Context: an optimization exercise on an open-source flow, tuned for small area and a short achievable clock period. The choices shown serve that exercise and are no tape-out recipe.
At most, simulation tests tie the RTL to the original design; equivalence was not proved.
Only the layout flow was run in runs 1 and 2; the RTL was not checked for function there.
Power and IR drop assume default switching activity.

==> design/flow/design.v <==
module riscv_data_mem (
    input  logic        clk,
    input  logic        reset,
    input  logic        MemWrite,
    input  logic [2:0]  funct3,
    input  logic [31:0] Mem_WrAddr,
    input  logic [31:0] Mem_WrData,
    output logic [31:0] ReadData,
    output logic        misaligned,
    output logic [7:0]  led,
    output logic        timer_irq
);
    logic [31:0] r_mem [64];
    logic [63:0] r_mtime;
    logic [31:0] r_mtimecmp;
    logic [7:0]  r_led;
    logic        r_irq;
    logic        hi_zero, is_ram, is_mmio;
    logic        sel_lo, sel_hi, sel_cmp, sel_stat, sel_led;
    assign hi_zero  = Mem_WrAddr[31:11] == '0;
    assign is_ram   = hi_zero && Mem_WrAddr[10:8] == 3'b000;
    assign is_mmio  = hi_zero && Mem_WrAddr[10:5] == 6'b100000;
    assign sel_lo   = is_mmio && Mem_WrAddr[4:2] == 3'd0;
    assign sel_hi   = is_mmio && Mem_WrAddr[4:2] == 3'd1;
    assign sel_cmp  = is_mmio && Mem_WrAddr[4:2] == 3'd2;
    assign sel_stat = is_mmio && Mem_WrAddr[4:2] == 3'd3;
    assign sel_led  = is_mmio && Mem_WrAddr[4:2] == 3'd4;
    logic is_byte, is_half, is_word;
    assign is_byte = funct3[1:0] == 2'b00;
    assign is_half = funct3[1:0] == 2'b01;
    assign is_word = funct3 == 3'b010;
    assign misaligned = (is_half && Mem_WrAddr[0])
                     || (is_word && (Mem_WrAddr[1:0] != 2'b00));
    logic [63:0] rsel;
    rd_decode u_rdec (.idx(Mem_WrAddr[7:2]), .sel(rsel));
    logic [31:0] ram_word;
    for (genvar k = 0; k < 32; k++) begin : g_rd
        logic [63:0] col;
        for (genvar w = 0; w < 64; w++) begin : g_col
            assign col[w] = r_mem[w][k];
        end
        rd_mux64 u_mux (.sel(rsel), .d(col), .y(ram_word[k]));
    end
    logic [31:0] mmio_word;
    assign mmio_word = ({32{sel_lo}}  & r_mtime[31:0])
                     | ({32{sel_hi}}  & r_mtime[63:32])
                     | ({32{sel_cmp}} & r_mtimecmp)
                     | {31'd0, sel_stat & r_irq}
                     | {24'd0, {8{sel_led}} & r_led};
    rd_format u_fmt (
        .funct3(funct3), .lane(Mem_WrAddr[1:0]), .misaligned(misaligned),
        .is_ram(is_ram), .ram_word(ram_word), .mmio_word(mmio_word),
        .rdata(ReadData)
    );
    logic        store, mmio_we;
    logic [3:0]  be;
    logic [31:0] wdata;
    logic [7:0]  wa, wb;
    assign store   = MemWrite && !misaligned && !reset;
    assign mmio_we = store && is_word;
    always_comb begin
        case (funct3)
            3'b000:  be = 4'b0001 << Mem_WrAddr[1:0];
            3'b001:  be = Mem_WrAddr[1] ? 4'b1100 : 4'b0011;
            3'b010:  be = 4'b1111;
            default: be = 4'b0000;
        endcase
        wdata[7:0]   = Mem_WrData[7:0];
        wdata[15:8]  = funct3[1:0] == 2'b00 ? Mem_WrData[7:0] : Mem_WrData[15:8];
        wdata[23:16] = funct3[1:0] == 2'b10 ? Mem_WrData[23:16] : Mem_WrData[7:0];
        wdata[31:24] = funct3[1:0] == 2'b10 ? Mem_WrData[31:24]
                     : funct3[1:0] == 2'b01 ? Mem_WrData[15:8] : Mem_WrData[7:0];
        for (int i = 0; i < 8; i++) begin
            wa[i] = store && is_ram && (Mem_WrAddr[7:5] == 3'(i));
            wb[i] = Mem_WrAddr[4:2] == 3'(i);
        end
    end
    always_ff @(posedge clk) begin
        for (int w = 0; w < 64; w++)
            for (int b = 0; b < 4; b++)
                if (wa[w / 8] && wb[w % 8] && be[b]) r_mem[w][8*b +: 8] <= wdata[8*b +: 8];
    end
    always_ff @(posedge clk or posedge reset) begin
        if (reset) begin
            r_mtime    <= '0;
            r_mtimecmp <= 32'hFFFF_FFFF;
            r_led      <= '0;
            r_irq      <= 1'b0;
        end else begin
            if (mmio_we && sel_lo)
                r_mtime <= {r_mtime[63:32], Mem_WrData};
            else if (mmio_we && sel_hi)
                r_mtime <= {Mem_WrData, r_mtime[31:0]};
            else
                r_mtime <= r_mtime + 64'd1;
            if (mmio_we && sel_cmp) r_mtimecmp <= Mem_WrData;
            if (mmio_we && sel_led) r_led      <= Mem_WrData[7:0];
            if (r_mtime[31:0] == r_mtimecmp)
                r_irq <= 1'b1;
            else if (mmio_we && sel_stat && Mem_WrData[0])
                r_irq <= 1'b0;
        end
    end
    assign led       = r_led;
    assign timer_irq = r_irq;
endmodule
module rd_decode (
    input  logic [5:0]  idx,
    output logic [63:0] sel
);
    logic [7:0] pa, pb;
    always_comb begin
        for (int i = 0; i < 8; i++) begin
            pa[i] = idx[5:3] == 3'(i);
            pb[i] = idx[2:0] == 3'(i);
        end
        for (int w = 0; w < 64; w++) sel[w] = pa[w / 8] && pb[w % 8];
    end
endmodule
module rd_mux64 (
    input  logic [63:0] sel,
    input  logic [63:0] d,
    output logic        y
);
    assign y = |(sel & d);
endmodule
module rd_format (
    input  logic [2:0]  funct3,
    input  logic [1:0]  lane,
    input  logic        misaligned,
    input  logic        is_ram,
    input  logic [31:0] ram_word,
    input  logic [31:0] mmio_word,
    output logic [31:0] rdata
);
    logic ok, lb, lh, lw, sb, sh;
    logic [3:0] l0;       
    logic       l1_1, l1_3;  
    logic [3:0] sx;       
    logic [3:0] r_l0, r_sx;
    logic       r_l1_1, r_l1_3, r_lw;
    logic [31:0] w;
    assign ok = !misaligned && (funct3 == 3'b000 || funct3 == 3'b001 || funct3 == 3'b010
                                || funct3 == 3'b100 || funct3 == 3'b101);
    assign lb = ok && funct3[1:0] == 2'b00;
    assign lh = ok && funct3[1:0] == 2'b01;
    assign lw = ok && funct3[1:0] == 2'b10;
    assign sb = lb && !funct3[2];
    assign sh = lh && !funct3[2];
    always_comb begin
        for (int i = 0; i < 4; i++) l0[i] = ok && lane == 2'(i);
        l1_1  = lw || (lh && !lane[1]);
        l1_3  = lh && lane[1];
        sx[0] = sb && lane == 2'd0;
        sx[1] = (sb && lane == 2'd1) || (sh && !lane[1]);
        sx[2] = sb && lane == 2'd2;
        sx[3] = (sb && lane == 2'd3) || (sh && lane[1]);
        r_l0   = l0 & {4{is_ram}};
        r_sx   = sx & {4{is_ram}};
        r_l1_1 = l1_1 && is_ram;
        r_l1_3 = l1_3 && is_ram;
        r_lw   = lw && is_ram;
    end
    logic [31:0] m;
    logic        msgn;
    assign w    = mmio_word;
    assign msgn = |(sx & {w[31], w[23], w[15], w[7]});
    always_comb begin
        for (int k = 0; k < 8; k++)
            m[k] = |(l0 & {w[24+k], w[16+k], w[8+k], w[k]});
        for (int k = 8; k < 16; k++)
            m[k] = (l1_1 && w[k]) || (l1_3 && w[k+16]) || (lb && msgn);
        for (int k = 16; k < 32; k++)
            m[k] = (lw && w[k]) || msgn;
    end
    logic rsgn;
    assign rsgn = |(r_sx & {ram_word[31], ram_word[23], ram_word[15], ram_word[7]});
    always_comb begin
        for (int k = 0; k < 8; k++)
            rdata[k] = m[k] || |(r_l0 & {ram_word[24+k], ram_word[16+k], ram_word[8+k], ram_word[k]});
        for (int k = 8; k < 16; k++)
            rdata[k] = m[k] || (r_l1_1 && ram_word[k]) || (r_l1_3 && ram_word[k+16]) || (lb && rsgn);
        for (int k = 16; k < 32; k++)
            rdata[k] = m[k] || (r_lw && ram_word[k]) || rsgn;
    end
endmodule
==> design/flow/run.sh <==
#!/bin/bash
# synth_recipe.tcl (not shown) runs the flow's synth.tcl, then flattens the netlist and writes it again
# the make line also repeats each setting of config.mk as NAME=value (left out here)
make -C /OpenROAD-flow-scripts/flow DESIGN_CONFIG=/design/flow/config.mk WORK_HOME=/design/flow/orfs CLKGATE_MAP_FILE= SYNTH_SCRIPT=/design/flow/synth_recipe.tcl finish
==> design/flow/config.mk <==
export PLATFORM = sky130hd
export DESIGN_NAME = riscv_data_mem
export DESIGN_NICKNAME = riscv_data_mem
export VERILOG_FILES = /design/flow/design.v
export SDC_FILE = /design/flow/constraint.sdc
export NUM_CORES = 4
export LEC_CHECK = 0
export CAP_MARGIN = 20
export CORE_MARGIN = 2
export CORE_UTILIZATION = 65
export SETUP_SLACK_MARGIN = 3
export SLEW_MARGIN = 20
==> design/flow/constraint.sdc <==
create_clock -name core_clock -period 7.0 [get_ports {clk}]
set_input_delay 1.4000 -clock core_clock [delete_from_list [all_inputs] [get_ports {clk}]]
set_output_delay 1.4000 -clock core_clock [all_outputs]
set_load 0.01 [all_outputs]
==> results of run 1 <==
==> flip-flops by register name (all words and copies together), names as in the netlist <==
name	cells
r_irq	1
r_led	8
r_mem	2048
r_mtime	64
r_mtimecmp	32
==> power by group <==
part | internal, mW | leakage, nW | switching [mW] | total [mW]
Clock | 6.03 | 3.16 | 5.16 | 11.2
Combinational | 0.383 | 13.6 | 0.997 | 1.38
Sequential | 14.2 | 19.6 | 0.000000110 | 14.2
Total | 20.6 | 36.4 | 6.16 | 26.8
==> routing by layer <==
layer	vias up	track usage, %	part of all wire, %	wire length, um
met5	-	0.962	0.67	2650
met4	70	36.7	11	44000
met3	2955	30.4	21	83600
met2	9191	73.9	39	152000
met1	31900	68.1	28	112000
li1	23500	-	-	-
==> final timing paths <==
path | to | slack, ns | cells past startpoint | from
hold reg to reg | r_led[5] | 0.55 | 1 | r_led[5]
max in group asynchronous | r_mtime[14] | 4.28 | 3 | reset
setup reg to reg | r_mtime[62] | 3.44 | 10 | r_mtime[0]
hold / removal | r_led[5] | 0.55 | 1 | r_led[5]
min in group asynchronous | r_mtime[54] | 1.13 | 2 | reset
setup / recovery | ReadData[14] | 0.73 | 17 | Mem_WrAddr[3]
==> logic make-up (layout without fill, tap and decap cells) <==
logic type	after synthesis	in the layout	synth area share [%]
buffers and inverters	371	1415	1.85
flip-flops	2153	2153	77.1
multiplexers	70	70	0.922
AO/OA/AOI/OAI	1215	1215	10.6
AND/OR/NAND/NOR	1575	1576	9.03
other	0	31	0
XOR/XNOR	40	40	0.421
adder cells (fa/ha/maj)	1	1	0.0150
==> what timing repair did <==
item | 4_1_cts | 5_1_grt
endpoints found under the setup margin | 2181 | 2165
pin swaps | 182 | 315
hold buffers | 0 | 0
gates resized for setup | 526 | 205
gates cloned | 22 | 10
setup buffers | 136 | 289
==> cells in the final DEF, fill, tap and decap left out, types with 40 or more instances in the layout <==
master,Yosys,routed
a22oi_1,906,793
a22oi_2,0,113
and3_1,62,55
buf_12,0,358
buf_4,5,429
buf_6,12,86
clkbuf_1,254,40
clkbuf_16,0,209
clkdlybuf4s50_1,0,45
clkinv_1,0,57
dfrtp_1,73,73
edfxtp_1,2048,2048
mux2_2,53,51
nand2_1,502,469
nand3_1,204,198
nand4_1,157,157
nor2_1,343,46
nor2_4,0,293
nor3_1,99,61
nor4_1,86,41
o21ai_1,5,44
==> stage by stage <==
step | total power, mW | setup slack (ns)
finish | 26.8 | 0.730
global placement | 15.5 | -0.0970
detailed placement | 15.5 | -0.173
CTS | 26.2 | 1.14
floorplan | 14.9 | 1.47
global route | 27.0 | 0.873
==> worst register-to-register path, stage by stage (launching register included) <==
cell,delay (ns)
dfrtp_1,0.57
ha_1,0.27
nand3_1,0.17
or3_1,0.47
nor4_2,0.48
nand3_1,0.25
nor2_1,0.32
and4_1,0.55
a21oi_2,0.11
o21ai_1,0.14
nand3_1,0.08
==> area by class of cell <==
class / count / area share [%]
Inverter: 22 / 0.0797
Tap cell: 1662 / 1.92
Timing Repair inverter: 1 / 0.00462
Clock buffer: 242 / 4.80
Sequential cell: 2153 / 59.2
Timing Repair Buffer: 1016 / 12.3
Multi-Input combinational cell: 2902 / 20.4
Clock inverter: 134 / 1.21
Antenna cell: 31 / 0.0716
==> flow_summary.yaml, run 1 <==
final_layout:
  fin_cells: 8163
  seq_area_mm2: 0.0642
  final_area_mm2: 0.108
  fin_util_pct: 85.1
  drive_gt1_share_pct: 31.3
  fillCellCount: 5536
  multi_input_area_mm2: 0.0221
  nNetsFinal: 6368
  syn_to_final_growth_pct: 30.2
drt:
  wire_per_inst_um: 48.3
  dr.first_iter.drc_count: 17600
  routed_wl_um: 394000
  antenna_left: 0
  via_count: 67700
  drc: 0
  vias_per_cell: 8.29
  drt_pre_antenna_iters: 20
sta:
  fmax_ghz: 0.159
  report.final.hold_viol_count: 0
  rsz0062_at_grt: "true"
  tns_ns: 0
  timing.final.crit_period_ns: 6.27
  post-route-period-util_pct: 89.6
  finClkSkew_ns: 0.0453
  worstMarginPinSlew_ns: 1.22
  slew_headroom_pct: 18.5
  setup_violations: 0
  hold_slack_ns: 0.553
  drv_slew: 0
clock_network:
  clockBufferDepth: 3
  clock-root-buffer: "clkbuf_16"
  cts_inserted_buffers: 201
  cts_tree: "yes"
  clk_latency_ns: 0.89
  cts.sinks: 2153
  htreeDepth: 4
  clkSlewWorstSetupHoldPaths_ns: 0.06
setup_path:
  start_kind: "input port"
  crit_family: "buffers and inverters"
  cp_num_buf_inv: 8
  path_class: "in -> out"
  critPathMaxFanout: 39
  endpoint_kind: "primary output"
  crit_chain: "buf_12, buf_12, and2_4, buf_12, buf_6, and3_1, a2111oi_1, and4_1, nand4_1, buf_4, a32oi_2, a21oi_2, nor2_4, buf_12, buf_8, o221ai_2, buf_2"
  slowest_delay_ns: 0.59
  worstPathRequired_ns: 5.60
  crit_slowest_cell: "a2111oi_1"
  cpMostUsedCell: "buf_12"
  cp.arrival_ns: 4.87
outcome:
  outcome: "complete, no violations"
yosys:
  ys_ff_latch: 2153
  synthesis.nets: 5496
  synth_ff_type: "edfxtp_1"
  yosys.area.top_type: "edfxtp_1"
  synthCells: 5425
  synthArstFlopShare_pct: 4.88
  synth_common_cells: "edfxtp_1 (2,048), a22oi_1 (906), nand2_1 (502)"
  yosysSeqAreaShare_pct: 77.1
  synth_top_area_share_pct: 73.9
  synth.area.top_cells: "edfxtp_1 (74%), a22oi_1 (8.2%), nand2_1 (2.3%), dfrtp_1 (2.2%), nor2_1 (1.5%)"
  yosysUniqueCellTypes: 62
  syn_area_per_cell_um2: 15.3
  yosysWarnings: 4
  syn_area_mm2: 0.0832
  synth_most_common_cell: "edfxtp_1"
  synth_edf_count: 2048
global_route:
  grt_pass1_wl_um: 480000
  grt_max_degree: 75
  grt.total_usage_pct: 55.0
  gr-total-overflow: 0
  grt_pass1_vias: 57700
  antenna_found_initial: 27
floorplanning:
  dieArea_mm2: 0.131
  core_mm2: 0.127
  start_util_pct: 65.3
  ios: 112
  fp.dieW_um: 362
  rows: 131
  die_h_um: 362
hold_path:
  hold_class: "reg -> reg"
placement:
  dp_hpwl_um: 228000
  place_area_mm2: 0.0925
  io_buffer_count: 111
  dp.cells: 7299
  gp_congestion: 1.04
power_and_ir_drop:
  p_leak_nw: 36.4
  ir_worst_vdd_mv: 0.350
  powerDensity_mw_per_mm2: 247
flow_run:
  maxCapViolCount: 0
==> inputs of run 2 (changes only) <==
--- a/design/flow/design.v
+++ b/design/flow/design.v
@@ -108,13 +108,19 @@
     input  logic [5:0]  idx,
     output logic [63:0] sel
 );
-    logic [7:0] pa, pb;
-    always_comb begin
-        for (int i = 0; i < 8; i++) begin
-            pa[i] = idx[5:3] == 3'(i);
-            pb[i] = idx[2:0] == 3'(i);
-        end
-        for (int w = 0; w < 64; w++) sel[w] = pa[w / 8] && pb[w % 8];
+    logic [5:0] idx_n;
+    logic [7:0] pa_n, pb_n;
+    for (genvar i = 0; i < 6; i++) begin : g_inv
+        c_inv u_c (.a(idx[i]), .y(idx_n[i]));
+    end
+    for (genvar i = 0; i < 8; i++) begin : g_pre
+        c_nand3 u_a (.a(i & 1 ? idx[3] : idx_n[3]), .b(i & 2 ? idx[4] : idx_n[4]),
+                     .c(i & 4 ? idx[5] : idx_n[5]), .y(pa_n[i]));
+        c_nand3 u_b (.a(i & 1 ? idx[0] : idx_n[0]), .b(i & 2 ? idx[1] : idx_n[1]),
+                     .c(i & 4 ? idx[2] : idx_n[2]), .y(pb_n[i]));
+    end
+    for (genvar w = 0; w < 64; w++) begin : g_sel
+        c_nor2 u_c (.a(pa_n[w / 8]), .b(pb_n[w % 8]), .y(sel[w]));
     end
 endmodule
 module rd_mux64 (
@@ -122,7 +128,28 @@
     input  logic [63:0] d,
     output logic        y
 );
-    assign y = |(sel & d);
+    logic [31:0] t;
+    logic [7:0]  u;
+    logic [3:0]  v;
+    for (genvar i = 0; i < 32; i++) begin : g_l1
+        c_aoi22 u_c (.a(sel[2*i]), .b(d[2*i]), .c(sel[2*i+1]), .d(d[2*i+1]), .y(t[i]));
+    end
+    for (genvar i = 0; i < 8; i++) begin : g_l2
+        c_nand4 u_c (.a(t[4*i]), .b(t[4*i+1]), .c(t[4*i+2]), .d(t[4*i+3]), .y(u[i]));
+    end
+    for (genvar i = 0; i < 4; i++) begin : g_l3
+        c_nor2 u_c (.a(u[2*i]), .b(u[2*i+1]), .y(v[i]));
+    end
+    c_nand4 u_l4 (.a(v[0]), .b(v[1]), .c(v[2]), .d(v[3]), .y(y));
+endmodule
+module c_aoi22 (input logic a, b, c, d, output logic y);
+    assign y = !((a && b) || (c && d));
+endmodule
+module c_nand4 (input logic a, b, c, d, output logic y);
+    assign y = !(a && b && c && d);
+endmodule
+module c_nor2 (input logic a, b, output logic y);
+    assign y = !(a || b);
 endmodule
 module rd_format (
     input  logic [2:0]  funct3,
@@ -134,10 +161,11 @@
     output logic [31:0] rdata
 );
     logic ok, lb, lh, lw, sb, sh;
-    logic [3:0] l0;       
-    logic       l1_1, l1_3;  
-    logic [3:0] sx;       
-    logic [3:0] r_l0, r_sx;
+    logic [3:0] l0;           
+    logic       l1_1, l1_3;   
+    logic [3:0] sx;           
+    logic [3:0] sxb;          
+    logic [3:0] r_l0, r_sx, r_sxb;
     logic       r_l1_1, r_l1_3, r_lw;
     logic [31:0] w;
     assign ok = !misaligned && (funct3 == 3'b000 || funct3 == 3'b001 || funct3 == 3'b010
@@ -148,20 +176,24 @@
     assign sb = lb && !funct3[2];
     assign sh = lh && !funct3[2];
     always_comb begin
-        for (int i = 0; i < 4; i++) l0[i] = ok && lane == 2'(i);
+        for (int i = 0; i < 4; i++) begin
+            l0[i]  = ok && lane == 2'(i);
+            sxb[i] = sb && lane == 2'(i);
+        end
         l1_1  = lw || (lh && !lane[1]);
         l1_3  = lh && lane[1];
-        sx[0] = sb && lane == 2'd0;
-        sx[1] = (sb && lane == 2'd1) || (sh && !lane[1]);
-        sx[2] = sb && lane == 2'd2;
-        sx[3] = (sb && lane == 2'd3) || (sh && lane[1]);
+        sx[0] = sxb[0];
+        sx[1] = sxb[1] || (sh && !lane[1]);
+        sx[2] = sxb[2];
+        sx[3] = sxb[3] || (sh && lane[1]);
         r_l0   = l0 & {4{is_ram}};
         r_sx   = sx & {4{is_ram}};
+        r_sxb  = sxb & {4{is_ram}};
         r_l1_1 = l1_1 && is_ram;
         r_l1_3 = l1_3 && is_ram;
         r_lw   = lw && is_ram;
     end
-    logic [31:0] m;
+    logic [31:0] m, m_n;
     logic        msgn;
     assign w    = mmio_word;
     assign msgn = |(sx & {w[31], w[23], w[15], w[7]});
@@ -172,15 +204,45 @@
             m[k] = (l1_1 && w[k]) || (l1_3 && w[k+16]) || (lb && msgn);
         for (int k = 16; k < 32; k++)
             m[k] = (lw && w[k]) || msgn;
-    end
-    logic rsgn;
-    assign rsgn = |(r_sx & {ram_word[31], ram_word[23], ram_word[15], ram_word[7]});
-    always_comb begin
-        for (int k = 0; k < 8; k++)
-            rdata[k] = m[k] || |(r_l0 & {ram_word[24+k], ram_word[16+k], ram_word[8+k], ram_word[k]});
-        for (int k = 8; k < 16; k++)
-            rdata[k] = m[k] || (r_l1_1 && ram_word[k]) || (r_l1_3 && ram_word[k+16]) || (lb && rsgn);
-        for (int k = 16; k < 32; k++)
-            rdata[k] = m[k] || (r_lw && ram_word[k]) || rsgn;
-    end
-endmodule
+        m_n = ~m;
+    end
+    logic sa_n, sb_n, ta_n, tb_n;
+    logic [2:0] sg_n;     
+    logic       sgb_n;    
+    c_aoi22 u_sa (.a(r_sx[0]),  .b(ram_word[7]),  .c(r_sx[1]),  .d(ram_word[15]), .y(sa_n));
+    c_aoi22 u_sb (.a(r_sx[2]),  .b(ram_word[23]), .c(r_sx[3]),  .d(ram_word[31]), .y(sb_n));
+    c_aoi22 u_ta (.a(r_sxb[0]), .b(ram_word[7]),  .c(r_sxb[1]), .d(ram_word[15]), .y(ta_n));
+    c_aoi22 u_tb (.a(r_sxb[2]), .b(ram_word[23]), .c(r_sxb[3]), .d(ram_word[31]), .y(tb_n));
+    for (genvar i = 0; i < 3; i++) begin : g_sg
+        c_and2 u_c (.a(sa_n), .b(sb_n), .y(sg_n[i]));
+    end
+    c_and2 u_sgb (.a(ta_n), .b(tb_n), .y(sgb_n));
+    for (genvar k = 0; k < 8; k++) begin : g_b0
+        logic p_n, q_n;
+        c_aoi22 u_p (.a(r_l0[0]), .b(ram_word[k]),    .c(r_l0[1]), .d(ram_word[k+8]),  .y(p_n));
+        c_aoi22 u_q (.a(r_l0[2]), .b(ram_word[k+16]), .c(r_l0[3]), .d(ram_word[k+24]), .y(q_n));
+        c_nand3 u_y (.a(p_n), .b(q_n), .c(m_n[k]), .y(rdata[k]));
+    end
+    for (genvar k = 8; k < 16; k++) begin : g_b1
+        logic p_n;
+        c_aoi22 u_p (.a(r_l1_1), .b(ram_word[k]), .c(r_l1_3), .d(ram_word[k+16]), .y(p_n));
+        c_nand3 u_y (.a(p_n), .b(sgb_n), .c(m_n[k]), .y(rdata[k]));
+    end
+    for (genvar k = 16; k < 32; k++) begin : g_hi
+        logic p_n;
+        c_nand2 u_p (.a(r_lw), .b(ram_word[k]), .y(p_n));
+        c_nand3 u_y (.a(p_n), .b(sg_n[(k - 16) / 6]), .c(m_n[k]), .y(rdata[k]));
+    end
+endmodule
+module c_inv (input logic a, output logic y);
+    assign y = !a;
+endmodule
+module c_nand2 (input logic a, b, output logic y);
+    assign y = !(a && b);
+endmodule
+module c_nand3 (input logic a, b, c, output logic y);
+    assign y = !(a && b && c);
+endmodule
+module c_and2 (input logic a, b, output logic y);
+    assign y = a && b;
+endmodule
--- a/design/flow/config.mk
+++ b/design/flow/config.mk
@@ -10,3 +10,4 @@
 export CORE_UTILIZATION = 65
 export SETUP_SLACK_MARGIN = 3
 export SLEW_MARGIN = 20
+export SYNTH_HIERARCHICAL = 1
==> run 2 against run 1 <==
- global-route usage down 15 points
- utilization shrank 7.0 points
- critical path depth shrank 2
- count of clock-buffer cells in the layout is 16 higher
- non-clock buffer count down 361
- largest cell class unchanged
- still clean on timing, DRC and antenna
- combinational power shrank 7%
- synthesized area up 4.6%
- sequential power hardly changed
- worst setup slack improved by 0.46 ns
- fmax rose by 7.8%
- critical path type unchanged
==> flow_summary.yaml, run 2 <==
placement:
  io_buffer_count: 111
  place_area_mm2: 0.0925
  dp_hpwl_um: 169000
  gp_congestion: 0.971
yosys:
  synth-xor-area-share_pct: 0.332
  yosys.area_share.adder_pct: 0.0144
  synth_edf_count: 2048
  synth_common_cells: "edfxtp_1 (2,048), a22oi_2 (1,052), nor2_1 (476)"
  synth.area.top_cells: "edfxtp_1 (71%), a22oi_2 (15%), nand4_1 (2.3%), dfrtp_1 (2.1%), nor2_1 (2.1%)"
  synth_top_area_share_pct: 70.7
  yosysWarnings: 9
  synthSimpleGateAreaFrac_pct: 6.96
  synthArstFlopShare_pct: 4.88
  yosys.area.top_type: "edfxtp_1"
  yosysSeqAreaShare_pct: 73.7
  synth_top_family_by_area: "compound AO/OA/AOI/OAI gates"
  syn_area_per_cell_um2: 17.6
  synth_most_common_cell: "edfxtp_1"
  ys_ff_latch: 2153
  yosysUniqueCellTypes: 74
  syn_area_mm2: 0.0870
  synthCells: 4936
  synth-compound-area-share_pct: 17.2
  synthesis.nets: 5007
  synth_ff_type: "edfxtp_1"
  synth_mux_area_share_pct: 1.05
drt:
  wire_per_inst_um: 35.7
  drc: 0
  antenna_left: 0
  dr.first_iter.drc_count: 8616
  routed_wl_um: 273000
  via_count: 55000
  drt_pre_antenna_iters: 8
  vias_per_cell: 7.18
floorplanning:
  die_h_um: 370
  core_mm2: 0.133
  fp.dieW_um: 370
  rows: 134
  start_util_pct: 65.4
  dieArea_mm2: 0.137
  ios: 112
clock_network:
  clkSlewWorstSetupHoldPaths_ns: 0.06
  clock-root-buffer: "clkbuf_16"
  clk_latency_ns: 0.85
  htreeDepth: 4
  clockBufferDepth: 3
  cts_inserted_buffers: 205
  cts_tree: "yes"
  cts.sinks: 2153
setup_path:
  critPathMaxFanout: 7
  cp.arrival_ns: 4.41
  r2r-end: "r_mtime[47]"
  endpoint_kind: "primary output"
  start_kind: "input port"
  worstPathRequired_ns: 5.60
  ff2ff_path_depth: 6
  r2r-start: "r_mtime[14]"
  path_class: "in -> out"
  r2r_setup_slack_ns: 3.94
hold_path:
  min_to: "r_mtime[63]"
  holdPathStages: 2
  hold_class: "reg -> reg"
  hold_path.startpoint: "r_mtime[63]"
global_route:
  grt_pass1_vias: 52900
  grt_max_degree: 83
  grt_pass1_wl_um: 383000
  antenna_found_initial: 10
  gr-total-overflow: 0
  grt.total_usage_pct: 39.9
power_and_ir_drop:
  p_total_mw: 26.3
  powerDensity_mw_per_mm2: 253
  ir_worst_vdd_mv: 0.232
  p_leak_nw: 32.1
sta:
  fmax_ghz: 0.172
  drv_slew: 0
  slew_headroom_pct: 17.6
  rsz0062_at_grt: "true"
  post-route-period-util_pct: 83.1
  setup_violations: 0
  finClkSkew_ns: 0.0237
  report.final.hold_viol_count: 0
  hold_slack_ns: 0.564
  worstMarginPinSlew_ns: 1.23
  timing.final.crit_period_ns: 5.81
outcome:
  outcome: "complete, no violations"
final_layout:
  nNetsFinal: 5784
  regMostFlops: "r_mem"
  largest_reg_flops: 2048
  mostFrequentLayoutCells: "edfxtp_1 (2,048), a22oi_2 (1,052), buf_4 (376)"
  final_area_mm2: 0.104
  syn_to_final_growth_pct: 19.5
  drive_gt1_share_pct: 40.8
  largestRegisters: "r_mem: 2048 flops, r_mtime: 64 flops, r_mtimecmp: 32 flops"
  final_common_cell: "edfxtp_1"
flow_run:
  maxCapViolCount: 0
## run 2: timing repair
action | 4_1_cts | 5_1_grt
buffers inserted | 267 | 41
gates resized for setup | 585 | 177
hold buffers | 0 | 0
endpoints found under the setup margin | 2137 | 1938
pin swaps | 197 | 147
gates cloned | 31 | 1
## run 2: final cells by class
cell class	instances	area, um^2
Sequential cell	2153	64200
Fill cell	7329	29100
Multi-Input combinational cell	2653	24400
Timing Repair Buffer	655	6510
Clock buffer	258	5400
Tap cell	1768	2210
Clock inverter	125	1110
Inverter	45	184
Antenna cell	5	12.5
## run 2: kinds of logic after synthesis
kind of cell    after synthesis
buf+inv                     154
fa+ha+maj                     1
compound gates             1297
flops                      2153
simple gates               1214
mux                          84
xor+xnor                     33
## run 2: how the worst max path moves through the flow
stage,cells after the start,start,endpoint
floorplan,10,Mem_WrAddr[2],ReadData[10]
global placement,17,Mem_WrAddr[6],ReadData[9]
detailed placement,15,Mem_WrAddr[5],ReadData[7]
CTS,15,Mem_WrAddr[7],ReadData[12]
global route,16,Mem_WrAddr[3],ReadData[3]
finish,15,Mem_WrAddr[7],ReadData[14]
## run 2: power by group
| part | internal [mW] | switching (mW) |
|---|---|---|
| Combinational | 0.332 | 0.956 |
| Sequential | 14.2 | 0.000000201 |
| Clock | 6.06 | 4.78 |
## run 2: critical path: stages
cell and delay (ns):
buf_8 0.08, buf_8 0.13, nor4b_4 0.07, and3_4 0.19, and3_4 0.19, buf_12 0.12
a222oi_1 0.68, inv_1 0.26, mux2i_4 0.25, buf_6 0.13, o32ai_4 0.13, buf_4 0.19
a221oi_4 0.31, nand3_1 0.12, buf_2 0.15
## run 2: routing by layer
layer | vias up | global-route usage (%) | wire length, um
met3 | 849 | 11.5 | 35700
li1 | 22300 | - | -
met5 | - | 0 | 27
met2 | 4051 | 59.5 | 123000
met1 | 27800 | 54.2 | 97700
met4 | 4 | 20.1 | 17100
## run 2: per-stage QoR
step	setup slack [ns]	TNS (ns)	utilization (%)	std cells
floorplan	1.58	0	-	4936
global placement	-0.271	-5.66	69.3	6926
detailed placement	-0.247	-4.98	69.5	6933
CTS	1.38	0	77.4	7614
global route	1.23	0	78.1	7657
finish	1.19	0	78.1	7662
## run 2: Yosys stat by module, one instance, submodules excluded, excerpt
| module | cells | cell area (um^2) |
|---|---|---|
| c_and2 | 1 | 6.26 |
| c_aoi22 | 1 | 12.5 |
| c_inv | 1 | 3.75 |
| c_nand2 | 1 | 3.75 |
| c_nand3 | 1 | 5.00 |
| c_nand4 | 1 | 6.26 |
| c_nor2 | 1 | 3.75 |
| rd_format | 101 | 796 |
| riscv_data_mem | 3229 | 70200 |
==> inputs of run 3 (changes only) <==
--- a/design/flow/design.v
+++ b/design/flow/design.v
@@ -31,25 +31,32 @@
     assign is_word = funct3 == 3'b010;
     assign misaligned = (is_half && Mem_WrAddr[0])
                      || (is_word && (Mem_WrAddr[1:0] != 2'b00));
-    logic [63:0] rsel;
-    rd_decode u_rdec (.idx(Mem_WrAddr[7:2]), .sel(rsel));
+    logic [63:0] rsel [4];
+    for (genvar c = 0; c < 4; c++) begin : g_dec
+        rd_decode u_rdec (.idx(Mem_WrAddr[7:2]), .sel(rsel[c]));
+    end
     logic [31:0] ram_word;
     for (genvar k = 0; k < 32; k++) begin : g_rd
         logic [63:0] col;
         for (genvar w = 0; w < 64; w++) begin : g_col
             assign col[w] = r_mem[w][k];
         end
-        rd_mux64 u_mux (.sel(rsel), .d(col), .y(ram_word[k]));
+        rd_mux64 u_mux (.sel(rsel[k / 8]), .d(col), .y(ram_word[k]));
     end
     logic [31:0] mmio_word;
-    assign mmio_word = ({32{sel_lo}}  & r_mtime[31:0])
-                     | ({32{sel_hi}}  & r_mtime[63:32])
-                     | ({32{sel_cmp}} & r_mtimecmp)
-                     | {31'd0, sel_stat & r_irq}
-                     | {24'd0, {8{sel_led}} & r_led};
+    always_comb begin
+        case (Mem_WrAddr[4:2])
+            3'd0:    mmio_word = r_mtime[31:0];
+            3'd1:    mmio_word = r_mtime[63:32];
+            3'd2:    mmio_word = r_mtimecmp;
+            3'd3:    mmio_word = {31'd0, r_irq};
+            3'd4:    mmio_word = {24'd0, r_led};
+            default: mmio_word = '0;
+        endcase
+    end
     rd_format u_fmt (
         .funct3(funct3), .lane(Mem_WrAddr[1:0]), .misaligned(misaligned),
-        .is_ram(is_ram), .ram_word(ram_word), .mmio_word(mmio_word),
+        .is_ram(is_ram), .is_mmio(is_mmio), .ram_word(ram_word), .mmio_word(mmio_word),
         .rdata(ReadData)
     );
     logic        store, mmio_we;
@@ -128,19 +135,27 @@
     input  logic [63:0] d,
     output logic        y
 );
-    logic [31:0] t;
-    logic [7:0]  u;
-    logic [3:0]  v;
-    for (genvar i = 0; i < 32; i++) begin : g_l1
-        c_aoi22 u_c (.a(sel[2*i]), .b(d[2*i]), .c(sel[2*i+1]), .d(d[2*i+1]), .y(t[i]));
-    end
-    for (genvar i = 0; i < 8; i++) begin : g_l2
+    logic [63:0] t;
+    logic [15:0] u;
+    logic [7:0]  v;
+    logic [3:0]  x;
+    logic [1:0]  z;
+    for (genvar i = 0; i < 64; i++) begin : g_l1
+        c_nand2 u_c (.a(sel[i]), .b(d[i]), .y(t[i]));
+    end
+    for (genvar i = 0; i < 16; i++) begin : g_l2
         c_nand4 u_c (.a(t[4*i]), .b(t[4*i+1]), .c(t[4*i+2]), .d(t[4*i+3]), .y(u[i]));
     end
-    for (genvar i = 0; i < 4; i++) begin : g_l3
+    for (genvar i = 0; i < 8; i++) begin : g_l3
         c_nor2 u_c (.a(u[2*i]), .b(u[2*i+1]), .y(v[i]));
     end
-    c_nand4 u_l4 (.a(v[0]), .b(v[1]), .c(v[2]), .d(v[3]), .y(y));
+    for (genvar i = 0; i < 4; i++) begin : g_l4
+        c_nand2 u_c (.a(v[2*i]), .b(v[2*i+1]), .y(x[i]));
+    end
+    for (genvar i = 0; i < 2; i++) begin : g_l5
+        c_nor2 u_c (.a(x[2*i]), .b(x[2*i+1]), .y(z[i]));
+    end
+    c_nand2 u_l6 (.a(z[0]), .b(z[1]), .y(y));
 endmodule
 module c_aoi22 (input logic a, b, c, d, output logic y);
     assign y = !((a && b) || (c && d));
@@ -156,6 +171,7 @@
     input  logic [1:0]  lane,
     input  logic        misaligned,
     input  logic        is_ram,
+    input  logic        is_mmio,
     input  logic [31:0] ram_word,
     input  logic [31:0] mmio_word,
     output logic [31:0] rdata
@@ -193,18 +209,37 @@
         r_l1_3 = l1_3 && is_ram;
         r_lw   = lw && is_ram;
     end
-    logic [31:0] m, m_n;
-    logic        msgn;
-    assign w    = mmio_word;
-    assign msgn = |(sx & {w[31], w[23], w[15], w[7]});
+    logic [31:0] fm, m_n;
+    logic        fsgn, fsgnb, mq;
+    logic [3:0]  f_l0, f_sx, f_sxb;
+    logic        f_l1_1, f_l1_3, f_lw;
+    always_comb begin
+        for (int i = 0; i < 4; i++) begin
+            f_l0[i]  = lane == 2'(i);
+            f_sxb[i] = funct3 == 3'b000 && lane == 2'(i);
+        end
+        f_l1_1 = funct3[1] || !lane[1];
+        f_l1_3 = !funct3[1] && lane[1];
+        f_lw   = funct3[1];
+        f_sx[0] = f_sxb[0];
+        f_sx[1] = f_sxb[1] || (funct3 == 3'b001 && !lane[1]);
+        f_sx[2] = f_sxb[2];
+        f_sx[3] = f_sxb[3] || (funct3 == 3'b001 && lane[1]);
+    end
+    assign w     = mmio_word;
+    assign fsgn  = |(f_sx & {w[31], w[23], w[15], w[7]});
+    assign fsgnb = |(f_sxb & {w[31], w[23], w[15], w[7]});
     always_comb begin
         for (int k = 0; k < 8; k++)
-            m[k] = |(l0 & {w[24+k], w[16+k], w[8+k], w[k]});
+            fm[k] = |(f_l0 & {w[24+k], w[16+k], w[8+k], w[k]});
         for (int k = 8; k < 16; k++)
-            m[k] = (l1_1 && w[k]) || (l1_3 && w[k+16]) || (lb && msgn);
+            fm[k] = funct3[1:0] == 2'b00 ? fsgnb : (f_l1_1 && w[k]) || (f_l1_3 && w[k+16]);
         for (int k = 16; k < 32; k++)
-            m[k] = (lw && w[k]) || msgn;
-        m_n = ~m;
+            fm[k] = (f_lw && w[k]) || fsgn;
+    end
+    assign mq = is_mmio && ok;
+    for (genvar k = 0; k < 32; k++) begin : g_mq
+        c_nand2 u_c (.a(mq), .b(fm[k]), .y(m_n[k]));
     end
     logic sa_n, sb_n, ta_n, tb_n;
     logic [2:0] sg_n;     
==> run 3 against run 2 <==
- non-clock buffer count fell by 157
- clock skew fell by 0.0075 ns
- synthesized area fell by 1.1%
- highest routed layer unchanged
- utilization fell by 0.068 points
- largest cell class unchanged
- still clean
==> flow_summary.yaml, run 3 <==
clock_network:
  clk_latency_ns: 0.83
  clock-root-buffer: "clkbuf_16"
  cts_tree: "yes"
  htreeDepth: 4
  cts_inserted_buffers: 205
  clockBufferDepth: 3
  clkSlewWorstSetupHoldPaths_ns: 0.06
  cts.sinks: 2153
yosys:
  yosysSeqAreaShare_pct: 74.6
  synth.area.top_cells: "edfxtp_1 (71%), nand2_1 (10%), nor2_1 (4.1%), nand4_1 (4.0%), dfrtp_1 (2.1%)"
  yosysUniqueCellTypes: 72
  synthesis.nets: 6960
  yosysWarnings: 11
  yosys.area.top_type: "edfxtp_1"
  syn_area_mm2: 0.0861
  syn_area_per_cell_um2: 12.5
  synth_most_common_cell: "nand2_1"
  synth_top_area_share_pct: 71.5
  ys_ff_latch: 2153
  synth_common_cells: "nand2_1 (2,362), edfxtp_1 (2,048), nor2_1 (941)"
  synthCells: 6889
  synth_ff_type: "edfxtp_1"
  synth_edf_count: 2048
  synthArstFlopShare_pct: 4.88
global_route:
  grt_pass1_wl_um: 376000
  gr-total-overflow: 0
  grt_max_degree: 72
  grt_pass1_vias: 58200
  antenna_found_initial: 4
  grt.total_usage_pct: 38.0
hold_path:
  hold_path.startpoint: "r_mtimecmp[7]"
  hold_class: "reg -> reg"
final_layout:
  final_common_cell: "nand2_1"
  largest_reg_flops: 2048
  mostFrequentLayoutCells: "nand2_1 (2,284), edfxtp_1 (2,048), nor2_1 (579)"
  drive_gt1_share_pct: 19.4
  n_antenna_cell: 0
  largestRegisters: "r_mem: 2048 flops, r_mtime: 64 flops, r_mtimecmp: 32 flops"
  regMostFlops: "r_mem"
  fin_util_pct: 78.0
  nNetsFinal: 7556
  syn_to_final_growth_pct: 19.2
floorplanning:
  start_util_pct: 65.5
  die_h_um: 368
  rows: 133
  ios: 112
  dieArea_mm2: 0.135
  fp.dieW_um: 368
  core_mm2: 0.131
drt:
  antenna_left: 0
  routed_wl_um: 259000
  dr.first_iter.drc_count: 9283
  wire_per_inst_um: 27.5
  drt_pre_antenna_iters: 6
  vias_per_cell: 6.46
  drc: 0
  via_count: 60900
placement:
  io_buffer_count: 111
  dp_hpwl_um: 164000
  gp_congestion: 1.03
sta:
  report.final.hold_viol_count: 0
  tns_ns: 0
  drv_slew: 0
  hold_slack_ns: 0.501
  rsz0062_at_grt: "true"
  worstMarginPinSlew_ns: 1.21
  finClkSkew_ns: 0.0162
  setup_violations: 0
  fmax_ghz: 0.182
  timing.final.crit_period_ns: 5.49
  slew_headroom_pct: 19.4
  post-route-period-util_pct: 78.5
power_and_ir_drop:
  p_leak_nw: 34.5
  ir_worst_vdd_mv: 0.276
  powerDensity_mw_per_mm2: 263
flow_run:
  maxCapViolCount: 0
setup_path:
  endpoint_kind: "primary output"
  start_kind: "input port"
  cp.arrival_ns: 4.09
  worstPathRequired_ns: 5.60
  slowest_delay_ns: 0.28
  path_class: "in -> out"
  crit_start: "Mem_WrAddr[4]"
  crit_chain: "buf_16, buf_16, clkinvlp_4, nand3_4, buf_12, nor2_2, nand2_1, nand4_1, nor2_1, nand2_2, nor2_4, nand2_4, a22oi_2, and2_4, buf_4, nand3_4, buf_6"
  critPathMaxFanout: 8
  crit_slowest_cell: "and2_4"
  r2r-start: "r_mtime[24]"
outcome:
  outcome: "complete, no violations"
-- run 3: final timing paths --
check	to	slack, ns	cells after the start
max	ReadData[12]	1.51	17
min	r_mtimecmp[7]	0.50	2
max reg2reg	r_mtime[54]	3.95	6
min reg2reg	r_mtimecmp[7]	0.50	2
max in group asynchronous	r_mtime[2]	4.97	3
min in group asynchronous	r_mtime[23]	1.34	3
-- run 3: Yosys stat by module (local to each module, per instance), a selection --
module / cells inside / area (um^2) / times used / flops+latches
riscv_data_mem: 3314 / 70600 / 1 / 2153
c_nand3: 1 / 5.00 / 96 / 0
rd_format: 79 / 667 / 1 / 0
c_aoi22: 1 / 12.5 / 28 / 0
c_nor2: 1 / 3.75 / 576 / 0
c_and2: 1 / 6.26 / 4 / 0
-- run 3: power breakdown --
| group | leakage (nW) | internal [mW] | switching [mW] |
|---|---|---|---|
| sequential | 19.7 | 14.2 | 0.000000279 |
| combinational | 11.5 | 0.319 | 1.01 |
| clock | 3.34 | 6.57 | 4.87 |
| total | 34.5 | 21.1 | 5.88 |
-- run 3: per-layer routing --
layer  wire length (um)  share of wire (%)  track usage, %  up-vias
li1                   -                  -               -    26100
met1              98100                 38            54.9    29800
met2             116000                 45            56.5     4266
met3              32300                 12            8.34      674
met4              12200                4.7            16.9        4
met5                 20             0.0077               0        -
-- run 3: stage by stage --
step	std cells	setup WS [ns]	power, mW	cell area [um^2]
3_3_place_gp	8869	0.475	15.5	91200
5_1_grt	9418	1.54	27.5	103000
4_1_cts	9377	1.72	26.9	102000
3_5_place_dp	8869	0.400	15.5	91200
6_report	9418	1.51	27.0	103000
2_1_floorplan	6889	2.30	14.9	86600
-- run 3: cells by family (layout without fill, tap and decap cells) --
group	Yosys count	count (layout)	share of synthesized area [%]
buf+inv	145	919	0.701
xor+xnor	32	32	0.326
simple gates	4148	4148	20.5
flops	2153	2153	74.6
fa+ha+maj	1	1	0.0145
compound gates	299	299	2.41
mux	111	111	1.49
-- run 3: what timing repair did --
item | CTS | global route
setup endpoints to repair | 1986 | 1358
gates resized for setup | 832 | 182
setup buffers | 118 | 39
pin swaps | 133 | 79
gates cloned | 5 | 1
hold buffers | 0 | 0
-- run 3: layout make-up --
| class | instances | area (um^2) |
|---|---|---|
| clock buffers | 241 | 5380 |
| repair buffers | 498 | 4810 |
| flip-flops and latches | 2153 | 64200 |
| fillers | 7836 | 28900 |
| clock inverters | 144 | 1580 |
| inverters | 36 | 165 |
| well taps | 1755 | 2200 |
| multi-input cells | 4591 | 24300 |
-- run 3: worst max-delay path: cells and delay by family --
kind | cells | cell delay [ns]
AND/OR/NAND/NOR | 10 | 1.45
buffers and inverters | 6 | 1.00
AO/OA/AOI/OAI | 1 | 0.21
==> inputs of run 4 (changes only) <==
--- a/design/flow/config.mk
+++ b/design/flow/config.mk
@@ -8,6 +8,10 @@
 export CAP_MARGIN = 20
 export CORE_MARGIN = 2
 export CORE_UTILIZATION = 65
+export CTS_BUF_LIST = sky130_fd_sc_hd__clkbuf_16
+export CTS_CLUSTER_DIAMETER = 60
+export CTS_CLUSTER_SIZE = 20
 export SETUP_SLACK_MARGIN = 3
 export SLEW_MARGIN = 20
 export SYNTH_HIERARCHICAL = 1
+export TNS_END_PERCENT = 10
==> run 4 against run 3 <==
- sequential cell count is the same
- first-iteration DRC count decreased by 4.2%
- register-to-register slack gained 0.15 ns
- global-route usage hardly changed
- critical endpoint is now ReadData[13]
- cell count down 1.9%
- count of clock-buffer cells in the layout decreased by 90
- fmax up 0.39%
==> flow_summary.yaml, run 4 <==
hold_path:
  hold_class: "reg -> reg"
  min_to: "r_mtimecmp[7]"
  hold_path.startpoint: "r_mtimecmp[7]"
  holdPathStages: 2
setup_path:
  path_class: "in -> out"
  crit_family: "simple AND/OR/NAND/NOR gates"
  cp_num_buf_inv: 6
  crit_slowest_cell: "a22oi_2"
  cpMostUsedCell: "buf_6"
  r2r_setup_slack_ns: 4.10
  r2r-start: "r_mtime[24]"
  worstPathRequired_ns: 5.60
  start_kind: "input port"
  slowest_delay_ns: 0.47
  critPathMaxFanout: 7
  ff2ff_path_depth: 6
  cp.arrival_ns: 4.07
  endpoint_kind: "primary output"
  r2r-end: "r_mtime[54]"
  crit_chain: "buf_16, clkinvlp_4, buf_6, nand3_4, buf_8, nor2_4, buf_6, nand2_1, nand4_1, nor2_2, nand2_2, nor2_4, nand2_4, a22oi_2, nand3_4, buf_6"
drt:
  routed_wl_um: 262000
  drc: 0
  drt_pre_antenna_iters: 8
  wl_met1_um: 96500
  vias_per_cell: 6.52
  top_layer: "met5"
  met2RoutedLength_um: 118000
  wire_per_inst_um: 28.3
  antenna_left: 0
  via_count: 60200
  dr.first_iter.drc_count: 8890
  dr_wl_met3_um: 32300
placement:
  gp_congestion: 1.03
  io_buffer_count: 111
  dp_hpwl_um: 168000
power_and_ir_drop:
  p_seq_share_pct: 58.9
  p_int_mw: 18.7
  powerDensity_mw_per_mm2: 241
  p_total_mw: 24.0
  combPwrFrac_pct: 5.7
  p_sw_share_pct: 22.3
  clockPowerShare_pct: 35.4
  ir_worst_vdd_mv: 0.259
  switching_power_mw: 5.37
  p_leak_nw: 33.2
global_route:
  gr-total-overflow: 0
  grt.total_usage_pct: 38.0
  grt_pass1_wl_um: 372000
  grt_pass1_vias: 56800
  grt_max_degree: 73
  antenna_found_initial: 21
clock_network:
  cts_hold_buf: 0
  clock-root-buffer: "clkbuf_16"
  clockBufferDepth: 3
  clk_latency_ns: 0.81
  cts.sinks: 2153
  clkSlewWorstSetupHoldPaths_ns: 0.07
  cts_tree: "yes"
  htreeDepth: 4
  cts_inserted_buffers: 143
yosys:
  synth_common_cells: "nand2_1 (2,362), edfxtp_1 (2,048), nor2_1 (941)"
  yosys.area.top_type: "edfxtp_1"
  synth_edf_count: 2048
  synth_most_common_cell: "nand2_1"
  synthArstFlopShare_pct: 4.88
  yosysWarnings: 11
  ys_ff_latch: 2153
  synthesis.nets: 6960
  synth.area.top_cells: "edfxtp_1 (71%), nand2_1 (10%), nor2_1 (4.1%), nand4_1 (4.0%), dfrtp_1 (2.1%)"
  yosysSeqAreaShare_pct: 74.6
  syn_area_mm2: 0.0861
  synth_top_area_share_pct: 71.5
  syn_area_per_cell_um2: 12.5
  synthCells: 6889
  yosysUniqueCellTypes: 72
  synth_ff_type: "edfxtp_1"
sta:
  tns_ns: 0
  rsz0062_at_grt: "true"
  post-route-period-util_pct: 78.2
  fmax_ghz: 0.183
  worstMarginPinSlew_ns: 1.10
  slew_headroom_pct: 26.9
  finClkSkew_ns: 0.0271
  drv_slew: 0
  timing.final.crit_period_ns: 5.47
  report.final.hold_viol_count: 0
  setup_violations: 0
floorplanning:
  ios: 112
  die_h_um: 368
  dieArea_mm2: 0.135
  start_util_pct: 65.5
  core_mm2: 0.131
  fp.dieW_um: 368
  rows: 133
flow_run:
  maxCapViolCount: 0
final_layout:
  regMostFlops: "r_mem"
  largestRegisters: "r_mem: 2048 flops, r_mtime: 64 flops, r_mtimecmp: 32 flops"
  mostFrequentLayoutCells: "nand2_1 (2,268), edfxtp_1 (2,048), nor2_1 (646)"
  drive_gt1_share_pct: 17.3
  syn_to_final_growth_pct: 15.8
  largest_reg_flops: 2048
  nNetsFinal: 7463
  final_common_cell: "nand2_1"
outcome:
  outcome: "complete, no violations"
[run 4: through the flow]
stage	hold slack (ns)	worst slack, ns	util, %	instances	area, um^2
floorplan	0.474	2.29	-	6889	86600
global placement	0.482	0.171	69.3	8859	91100
detailed placement	0.491	0.190	69.3	8859	91100
CTS	0.502	1.68	74.6	9157	98100
global route	0.517	1.57	75.8	9228	99700
finish	0.502	1.53	75.8	9237	99700
[run 4: cell type report]
class / count / area [um^2]
clock buffer: 151 / 3780
sequential: 2153 / 64200
timing repair buffer: 467 / 4600
fill: 8367 / 31800
antenna: 12 / 30.0
clock inverter: 72 / 681
tap: 1755 / 2200
inverter: 36 / 190
multi-input combinational: 4591 / 24000
[run 4: routing by layer]
layer / up-vias / track usage [%]
li1: 25900 / -
met1: 29500 / 52.7
met2: 4015 / 57.2
met3: 766 / 9.68
met4: 22 / 17.8
met5: - / 0.534
[run 4: logic make-up after synthesis]
logic type | synth area share [%]
AND/OR/NAND/NOR | 20.5
flip-flops | 74.6
AO/OA/AOI/OAI | 2.41
buffers and inverters | 0.701
multiplexers | 1.49
XOR/XNOR | 0.326
adder cells (fa/ha/maj) | 0.0145
[run 4: how the worst max path moves through the flow]
stage,startpoint,to,slack [ns],cells past startpoint
4_1_cts,Mem_WrAddr[2],ReadData[27],1.68,17
5_1_grt,Mem_WrAddr[2],ReadData[10],1.57,18
6_report,Mem_WrAddr[2],ReadData[13],1.53,16
2_1_floorplan,funct3[1],r_mem[0][24],2.29,5
3_3_place_gp,Mem_WrAddr[3],ReadData[8],0.17,16
3_5_place_dp,Mem_WrAddr[3],ReadData[8],0.19,16
[run 4: timing repair]
action / in CTS / in global routing
gates cloned: 5 / 2
pin swaps: 95 / 149
buffers inserted: 70 / 66
endpoints found under the setup margin: 2084 / 1660
gates resized for setup: 678 / 263
[run 4: worst register-to-register path: cells and delay by family (launching register included)]
family	cells	cell delay, ns
AO/OA/AOI/OAI	2	0.35
flip-flops	1	0.52
AND/OR/NAND/NOR	4	1.99
[run 4: power by group through the flow]
stage | clock [mW] | combinational (mW) | sequential (mW)
3_3_place_gp | 0 | 1.06 | 14.5
5_1_grt | 8.98 | 1.38 | 14.2
3_5_place_dp | 0 | 1.07 | 14.5
2_1_floorplan | 0 | 0.422 | 14.5
4_1_cts | 8.54 | 1.22 | 14.2
6_report | 8.51 | 1.36 | 14.2
[run 4: Yosys stat by module (local to each module, per instance), excerpt]
module | area, um^2 | flops+latches
riscv_data_mem | 70600 | 2153
c_nand3 | 5.00 | 0
rd_format | 667 | 0
c_nor2 | 3.75 | 0
c_aoi22 | 12.5 | 0
c_nand2 | 3.75 | 0
==> inputs of run 5 (changes only) <==
--- a/design/flow/design.v
+++ b/design/flow/design.v
@@ -94,12 +94,10 @@
             r_led      <= '0;
             r_irq      <= 1'b0;
         end else begin
-            if (mmio_we && sel_lo)
-                r_mtime <= {r_mtime[63:32], Mem_WrData};
-            else if (mmio_we && sel_hi)
-                r_mtime <= {Mem_WrData, r_mtime[31:0]};
-            else
-                r_mtime <= r_mtime + 64'd1;
+            if (mmio_we && sel_lo)      r_mtime[31:0] <= Mem_WrData;
+            else if (!(mmio_we && sel_hi)) r_mtime[31:0] <= r_mtime[31:0] + 32'd1;
+            if (mmio_we && sel_hi)      r_mtime[63:32] <= Mem_WrData;
+            else if (!(mmio_we && sel_lo)) r_mtime[63:32] <= r_mtime[63:32] + {31'd0, &r_mtime[31:0]};
             if (mmio_we && sel_cmp) r_mtimecmp <= Mem_WrData;
             if (mmio_we && sel_led) r_led      <= Mem_WrData[7:0];
             if (r_mtime[31:0] == r_mtimecmp)
==> run 5 against run 4 <==
- critical path depth grew 2
- non-clock buffer count grew 2
- sequential power about the same
- clock power is 0.5% higher
- sequential cell count did not move
- utilization is 0.25 points higher
- combinational power about the same
- worst hold slack improved by 0.012 ns
- total power up 0.18%
- fmax increased by 1.4%
- largest power group unchanged
==> flow_summary.yaml, run 5 <==
outcome:
  outcome: "complete, no violations"
setup_path:
  ff2ff_path_depth: 14
  r2r_setup_slack_ns: 2.88
  endpoint_kind: "primary output"
  cp.arrival_ns: 4.00
  start_kind: "input port"
  critPathMaxFanout: 8
  r2r-start: "r_mtime[0]"
  worstPathRequired_ns: 5.60
  cp_num_buf_inv: 7
  path_class: "in -> out"
  crit_slowest_cell: "and2_4"
  r2r-end: "r_mtime[61]"
  slowest_delay_ns: 0.32
  crit_chain: "buf_12, buf_12, clkinvlp_4, buf_12, nand3_4, buf_6, nor2_4, nand2_1, nand4_1, nor2_2, nand2_2, nor2_4, nand2_4, a22oi_2, and2_4, buf_6, nand3_4, buf_6"
  crit_family: "simple AND/OR/NAND/NOR gates"
yosys:
  synth.area.top_cells: "edfxtp_1 (72%), nand2_1 (10%), nor2_1 (4.1%), nand4_1 (3.9%), dfrtp_1 (2.1%)"
  synth_top_area_share_pct: 71.8
  synth_ff_type: "edfxtp_1"
  synth_most_common_cell: "nand2_1"
  yosys.area.top_type: "edfxtp_1"
  yosysWarnings: 11
  synthArstFlopShare_pct: 4.88
  synth_common_cells: "nand2_1 (2,354), edfxtp_1 (2,048), nor2_1 (933)"
  synth_edf_count: 2048
  yosysUniqueCellTypes: 69
  synthCells: 6845
  syn_area_per_cell_um2: 12.5
  ys_ff_latch: 2153
  synthesis.nets: 6918
  syn_area_mm2: 0.0857
  yosysSeqAreaShare_pct: 74.9
floorplanning:
  ios: 112
  die_h_um: 367
  dieArea_mm2: 0.135
  rows: 133
  fp.dieW_um: 367
  core_mm2: 0.131
  start_util_pct: 65.4
drt:
  wire_per_inst_um: 27.9
  vias_per_cell: 6.46
  antenna_left: 0
  drt_pre_antenna_iters: 9
  drc: 0
  via_count: 59500
  dr.first_iter.drc_count: 9140
  routed_wl_um: 257000
hold_path:
  hold_class: "reg -> reg"
  holdPathStages: 2
  hold_path.startpoint: "r_mtimecmp[7]"
  min_to: "r_mtimecmp[7]"
sta:
  setup_violations: 0
  post-route-period-util_pct: 77.1
  drv_slew: 0
  finClkSkew_ns: 0.0239
  rsz0062_at_grt: "true"
  report.final.hold_viol_count: 0
  timing.final.crit_period_ns: 5.40
  fmax_ghz: 0.185
  slew_headroom_pct: 26.2
  tns_ns: 0
  hold_slack_ns: 0.515
  worstMarginPinSlew_ns: 1.10
global_route:
  grt_pass1_vias: 56700
  grt.total_usage_pct: 37.6
  grt_max_degree: 73
  antenna_found_initial: 28
  gr-total-overflow: 0
  grt_pass1_wl_um: 368000
clock_network:
  htreeDepth: 4
  clock-root-buffer: "clkbuf_16"
  cts_inserted_buffers: 145
  cts_hold_buf: 0
  clkSlewWorstSetupHoldPaths_ns: 0.08
  cts.sinks: 2153
  clockBufferDepth: 3
  clk_latency_ns: 0.81
  cts_tree: "yes"
final_layout:
  largestRegisters: "r_mem: 2048 flops, r_mtime: 64 flops, r_mtimecmp: 32 flops"
  largest_reg_flops: 2048
  mostFrequentLayoutCells: "nand2_1 (2,270), edfxtp_1 (2,048), nor2_1 (568)"
  fin_util_pct: 76.1
  final_common_cell: "nand2_1"
  regMostFlops: "r_mem"
  drive_gt1_share_pct: 17.5
  syn_to_final_growth_pct: 16.4
  nNetsFinal: 7430
power_and_ir_drop:
  ir_worst_vdd_mv: 0.283
  p_leak_nw: 33.2
  p_total_mw: 24.1
  powerDensity_mw_per_mm2: 242
flow_run:
  maxCapViolCount: 0
placement:
  io_buffer_count: 111
  gp_congestion: 1.01
  dp_hpwl_um: 162000
-- run 5: cell families after synthesis --
logic type      count (synthesis)  share of synthesized area (%)
fa+ha+maj                       3                         0.0438
xor+xnor                       32                          0.327
simple gates                 4102                           20.3
mux                           111                           1.49
buf+inv                       143                          0.692
flops                        2153                           74.9
compound gates                301                           2.28
-- run 5: timing repair --
action,4_1_cts,5_1_grt
resized for setup,911,130
hold endpoints to repair,0,0
cloned,6,1
pin swaps,196,115
endpoints found under the setup margin,1831,1908
buffers inserted,115,73
-- run 5: modules after synthesis (local to each module, per instance), a selection --
module,times used,area (um^2),flip-flops and latches,cells
riscv_data_mem,1,70300,2153,3270
rd_format,1,667,0,79
c_nand4,512,6.26,0,1
c_nor2,576,3.75,0,1
c_inv,24,3.75,0,1
c_and2,4,6.26,0,1
c_nand3,96,5.00,0,1
c_aoi22,28,12.5,0,1
c_nand2,2256,3.75,0,1
-- run 5: stage by stage --
| stage | setup slack (ns) | instances | area (um^2) |
|---|---|---|---|
| 5_1_grt | 1.57 | 9201 | 99700 |
| 6_report | 1.60 | 9205 | 99700 |
| 4_1_cts | 1.72 | 9120 | 98500 |
| 2_1_floorplan | 2.29 | 6845 | 86000 |
| 3_3_place_gp | 0.246 | 8768 | 90100 |
| 3_5_place_dp | 0.169 | 8768 | 90100 |
-- run 5: report_power, final --
group | switching, mW | internal, mW | total, mW
Clock | 4.37 | 4.18 | 8.55
Combinational | 1.02 | 0.344 | 1.36
Sequential | 0.0000000759 | 14.2 | 14.2
Total | 5.39 | 18.7 | 24.1
-- run 5: area by class of cell --
cell class / instances / area (um^2)
Antenna cell: 9 / 22.5
Clock buffer: 153 / 3830
Inverter: 39 / 194
Timing Repair Buffer: 469 / 4710
Tap cell: 1755 / 2200
Sequential cell: 2153 / 64200
Clock inverter: 78 / 691
Multi-Input combinational cell: 4549 / 23900
Fill cell: 8313 / 31400
-- run 5: layer usage --
layer | part of all wire (%) | track usage [%]
met4 | 5.1 | 18.1
met3 | 13 | 10.8
met1 | 38 | 52.8
met2 | 44 | 54.9
met5 | 0.085 | 0
-- run 5: worst max path at each step --
| stage | slack [ns] | cells past startpoint | startpoint | endpoint |
|---|---|---|---|---|
| after global placement | 0.25 | 14 | Mem_WrAddr[3] | ReadData[8] |
| after global routing | 1.57 | 17 | Mem_WrAddr[2] | ReadData[14] |
| after CTS | 1.72 | 17 | Mem_WrAddr[5] | ReadData[14] |
| final | 1.60 | 18 | Mem_WrAddr[5] | ReadData[15] |
| after floorplan | 2.29 | 5 | funct3[1] | r_mem[0][24] |
| after detailed placement | 0.17 | 14 | Mem_WrAddr[3] | ReadData[12] |
-- run 5: worst reg2reg max path: cells and delay by family, from the launching register on --
family	cells	cell delay, ns
buffers and inverters	2	0.26
flip-flops	1	0.52
adder cells (fa/ha/maj)	2	0.55
AND/OR/NAND/NOR	10	2.72
==> inputs of run 6 (changes only) <==
--- a/design/flow/design.v
+++ b/design/flow/design.v
@@ -31,8 +31,8 @@
     assign is_word = funct3 == 3'b010;
     assign misaligned = (is_half && Mem_WrAddr[0])
                      || (is_word && (Mem_WrAddr[1:0] != 2'b00));
-    logic [63:0] rsel [4];
-    for (genvar c = 0; c < 4; c++) begin : g_dec
+    logic [63:0] rsel [8];
+    for (genvar c = 0; c < 8; c++) begin : g_dec
         rd_decode u_rdec (.idx(Mem_WrAddr[7:2]), .sel(rsel[c]));
     end
     logic [31:0] ram_word;
@@ -41,7 +41,7 @@
         for (genvar w = 0; w < 64; w++) begin : g_col
             assign col[w] = r_mem[w][k];
         end
-        rd_mux64 u_mux (.sel(rsel[k / 8]), .d(col), .y(ram_word[k]));
+        rd_mux64 u_mux (.sel(rsel[k / 4]), .d(col), .y(ram_word[k]));
     end
     logic [31:0] mmio_word;
     always_comb begin
==> run 6 against run 5 <==
- still clean
- count of clock-buffer cells in the layout stayed put
- first-iteration DRC count is 11% higher
- register-to-register slack worse by 0.09 ns
- largest power group unchanged
==> flow_summary.yaml, run 6 <==
yosys:
  synthArstFlopShare_pct: 4.88
  yosysWarnings: 11
  syn_area_per_cell_um2: 12.1
  synthesis.nets: 7262
  ys_ff_latch: 2153
  synth.area.top_cells: "edfxtp_1 (71%), nand2_1 (10%), nor2_1 (5.1%), nand4_1 (3.9%), dfrtp_1 (2.1%)"
  synth_ff_type: "edfxtp_1"
  synthCells: 7189
  synth_top_area_share_pct: 70.6
  synth_common_cells: "nand2_1 (2,354), edfxtp_1 (2,048), nor2_1 (1,189)"
  synth_most_common_cell: "nand2_1"
  yosysUniqueCellTypes: 69
  yosysSeqAreaShare_pct: 73.7
  synth_edf_count: 2048
  syn_area_mm2: 0.0871
  yosys.area.top_type: "edfxtp_1"
power_and_ir_drop:
  p_leak_nw: 33.7
  p_seq_share_pct: 58.3
  p_sw_share_pct: 22.5
  p_total_mw: 24.3
  clockPowerShare_pct: 35.7
  powerDensity_mw_per_mm2: 241
  combPwrFrac_pct: 6.0
  p_int_mw: 18.8
  ir_worst_vdd_mv: 0.309
  switching_power_mw: 5.49
floorplanning:
  ios: 112
  rows: 134
  start_util_pct: 65.3
  die_h_um: 370
  fp.dieW_um: 370
  dieArea_mm2: 0.137
  core_mm2: 0.133
clock_network:
  cts_hold_buf: 0
  cts_tree: "yes"
  clk_latency_ns: 0.81
  clock-root-buffer: "clkbuf_16"
  clkSlewWorstSetupHoldPaths_ns: 0.08
  htreeDepth: 4
  clockBufferDepth: 3
  cts.sinks: 2153
  cts_inserted_buffers: 146
final_layout:
  syn_to_final_growth_pct: 16.0
  largest_reg_flops: 2048
  final_common_cell: "nand2_1"
  nNetsFinal: 7758
  fillCellCount: 8359
  mostFrequentLayoutCells: "nand2_1 (2,286), edfxtp_1 (2,048), nor2_1 (1,017)"
  drive_gt1_share_pct: 15.1
  final_area_mm2: 0.101
  regMostFlops: "r_mem"
  largestRegisters: "r_mem: 2048 flops, r_mtime: 64 flops, r_mtimecmp: 32 flops"
setup_path:
  critPathMaxFanout: 6
  crit_slowest_cell: "a22oi_2"
  path_class: "in -> out"
  crit_family: "simple AND/OR/NAND/NOR gates"
  endpoint_kind: "primary output"
  start_kind: "input port"
  cp.arrival_ns: 4.23
  cpMostUsedCell: "buf_6"
  cp_num_buf_inv: 6
  worstPathRequired_ns: 5.60
  crit_chain: "buf_16, buf_16, clkinvlp_4, nand3_4, buf_6, nor2_1, nand2_1, nand4_1, nor2_1, nand2_2, nor2_4, nand2_4, a22oi_2, and2_4, buf_6, nand3_4, buf_6"
  slowest_delay_ns: 0.40
flow_run:
  maxCapViolCount: 0
sta:
  rsz0062_at_grt: "true"
  report.final.hold_viol_count: 0
  worstMarginPinSlew_ns: 1.08
  drv_slew: 0
  fmax_ghz: 0.178
  slew_headroom_pct: 27.7
  finClkSkew_ns: 0.0161
  setup_violations: 0
  tns_ns: 0
  post-route-period-util_pct: 80.4
  timing.final.crit_period_ns: 5.63
hold_path:
  hold_class: "reg -> reg"
global_route:
  grt_pass1_vias: 59200
  antenna_found_initial: 27
  grt_pass1_wl_um: 384000
  grt_max_degree: 73
  grt.total_usage_pct: 39.0
  gr-total-overflow: 0
drt:
  vias_per_cell: 6.52
  wl_met1_um: 99200
  drc: 0
  routed_wl_um: 269000
  dr.first_iter.drc_count: 10200
  wire_per_inst_um: 28.1
  drt_pre_antenna_iters: 9
  met2RoutedLength_um: 117000
  antenna_left: 0
  top_layer: "met5"
  via_count: 62300
  dr_wl_met3_um: 38000
placement:
  gp_congestion: 1.00
  io_buffer_count: 111
  dp_hpwl_um: 172000
  place_area_mm2: 0.0914
outcome:
  outcome: "complete, no violations"
-- run 6: cells by family after synthesis --
kind of cell / after synthesis / share of synthesized area [%]
adder cells (fa/ha/maj): 3 / 0.0431
multiplexers: 111 / 1.47
AND/OR/NAND/NOR: 4422 / 21.5
buffers and inverters: 167 / 0.784
flip-flops: 2153 / 73.7
XOR/XNOR: 32 / 0.322
AO/OA/AOI/OAI: 301 / 2.25
-- run 6: worst paths after layout --
check                              startpoint            end  slack, ns  cells after the start
worst max-delay path            Mem_WrAddr[2]   ReadData[16]       1.37                     17
worst min-delay path            r_mtimecmp[7]  r_mtimecmp[7]       0.51                      2
worst max register to register     r_mtime[7]    r_mtime[61]       2.79                     12
worst min register to register  r_mtimecmp[7]  r_mtimecmp[7]       0.51                      2
max in group asynchronous               reset  r_mtimecmp[3]       4.57                      3
min in group asynchronous               reset    r_mtime[62]       1.35                      2
-- run 6: Yosys stat by module, one instance, submodules excluded, excerpt --
module / flops+latches / times used
c_and2: 0 / 4
c_aoi22: 0 / 28
c_inv: 0 / 48
c_nand2: 0 / 2256
c_nand3: 0 / 160
c_nand4: 0 / 512
c_nor2: 0 / 832
rd_format: 0 / 1
riscv_data_mem: 2153 / 1
-- run 6: routing by layer --
layer / up-vias / track usage [%]
met4: 32 / 18.4
li1: 26800 / -
met5: - / 0
met3: 830 / 10.9
met1: 30200 / 55.2
met2: 4499 / 56.8
-- run 6: layout make-up --
type,instances,area (um^2),share of cell area [%]
Antenna cell,9,22.5,0.0223
Multi-Input combinational cell,4870,24900,24.6
Clock buffer,153,3830,3.79
Sequential cell,2153,64200,63.5
Clock inverter,88,810,0.801
Timing Repair Buffer,451,4830,4.78
Tap cell,1768,2210,2.19
Inverter,63,310,0.307
-- run 6: timing repair --
item	in CTS	in global routing
buffers inserted	129	50
resized for setup	715	138
pin swaps	141	116
setup endpoints to repair	1828	2061
gates cloned	7	0
-- run 6: power groups by stage --
| stage | Combinational (mW) | Sequential [mW] | Clock [mW] |
|---|---|---|---|
| after floorplan | 0.458 | 14.5 | 0 |
| after global placement | 1.13 | 14.5 | 0 |
| after detailed placement | 1.13 | 14.5 | 0 |
| after CTS | 1.34 | 14.2 | 8.73 |
| after global routing | 1.49 | 14.2 | 9.16 |
| final | 1.46 | 14.2 | 8.70 |
-- run 6: worst reg2reg max path: cells and delay by family, from the launching register on --
family / cells / cell delay [ns]
flops: 1 / 0.58
fa+ha+maj: 1 / 0.35
simple gates: 10 / 3.15
buf+inv: 1 / 0.08
-- run 6: stage by stage --
step | instances | hold slack, ns | worst slack, ns | util (%)
floorplan | 7189 | 0.474 | 2.29 | -
global placement | 9119 | 0.487 | 0.341 | 68.6
detailed placement | 9119 | 0.497 | 0.291 | 68.6
CTS | 9496 | 0.508 | 1.67 | 75.0
global route | 9547 | 0.540 | 1.43 | 75.8
finish | 9555 | 0.509 | 1.37 | 75.8

Setup slack of run 6, layout unchanged: 1.369 ns with ideal ports, 1.155 ns with driving cells assumed (clock clkbuf_16, inputs buf_2), 1.155 ns with port delays also shifted by the 0.881 ns mid clock arrival.
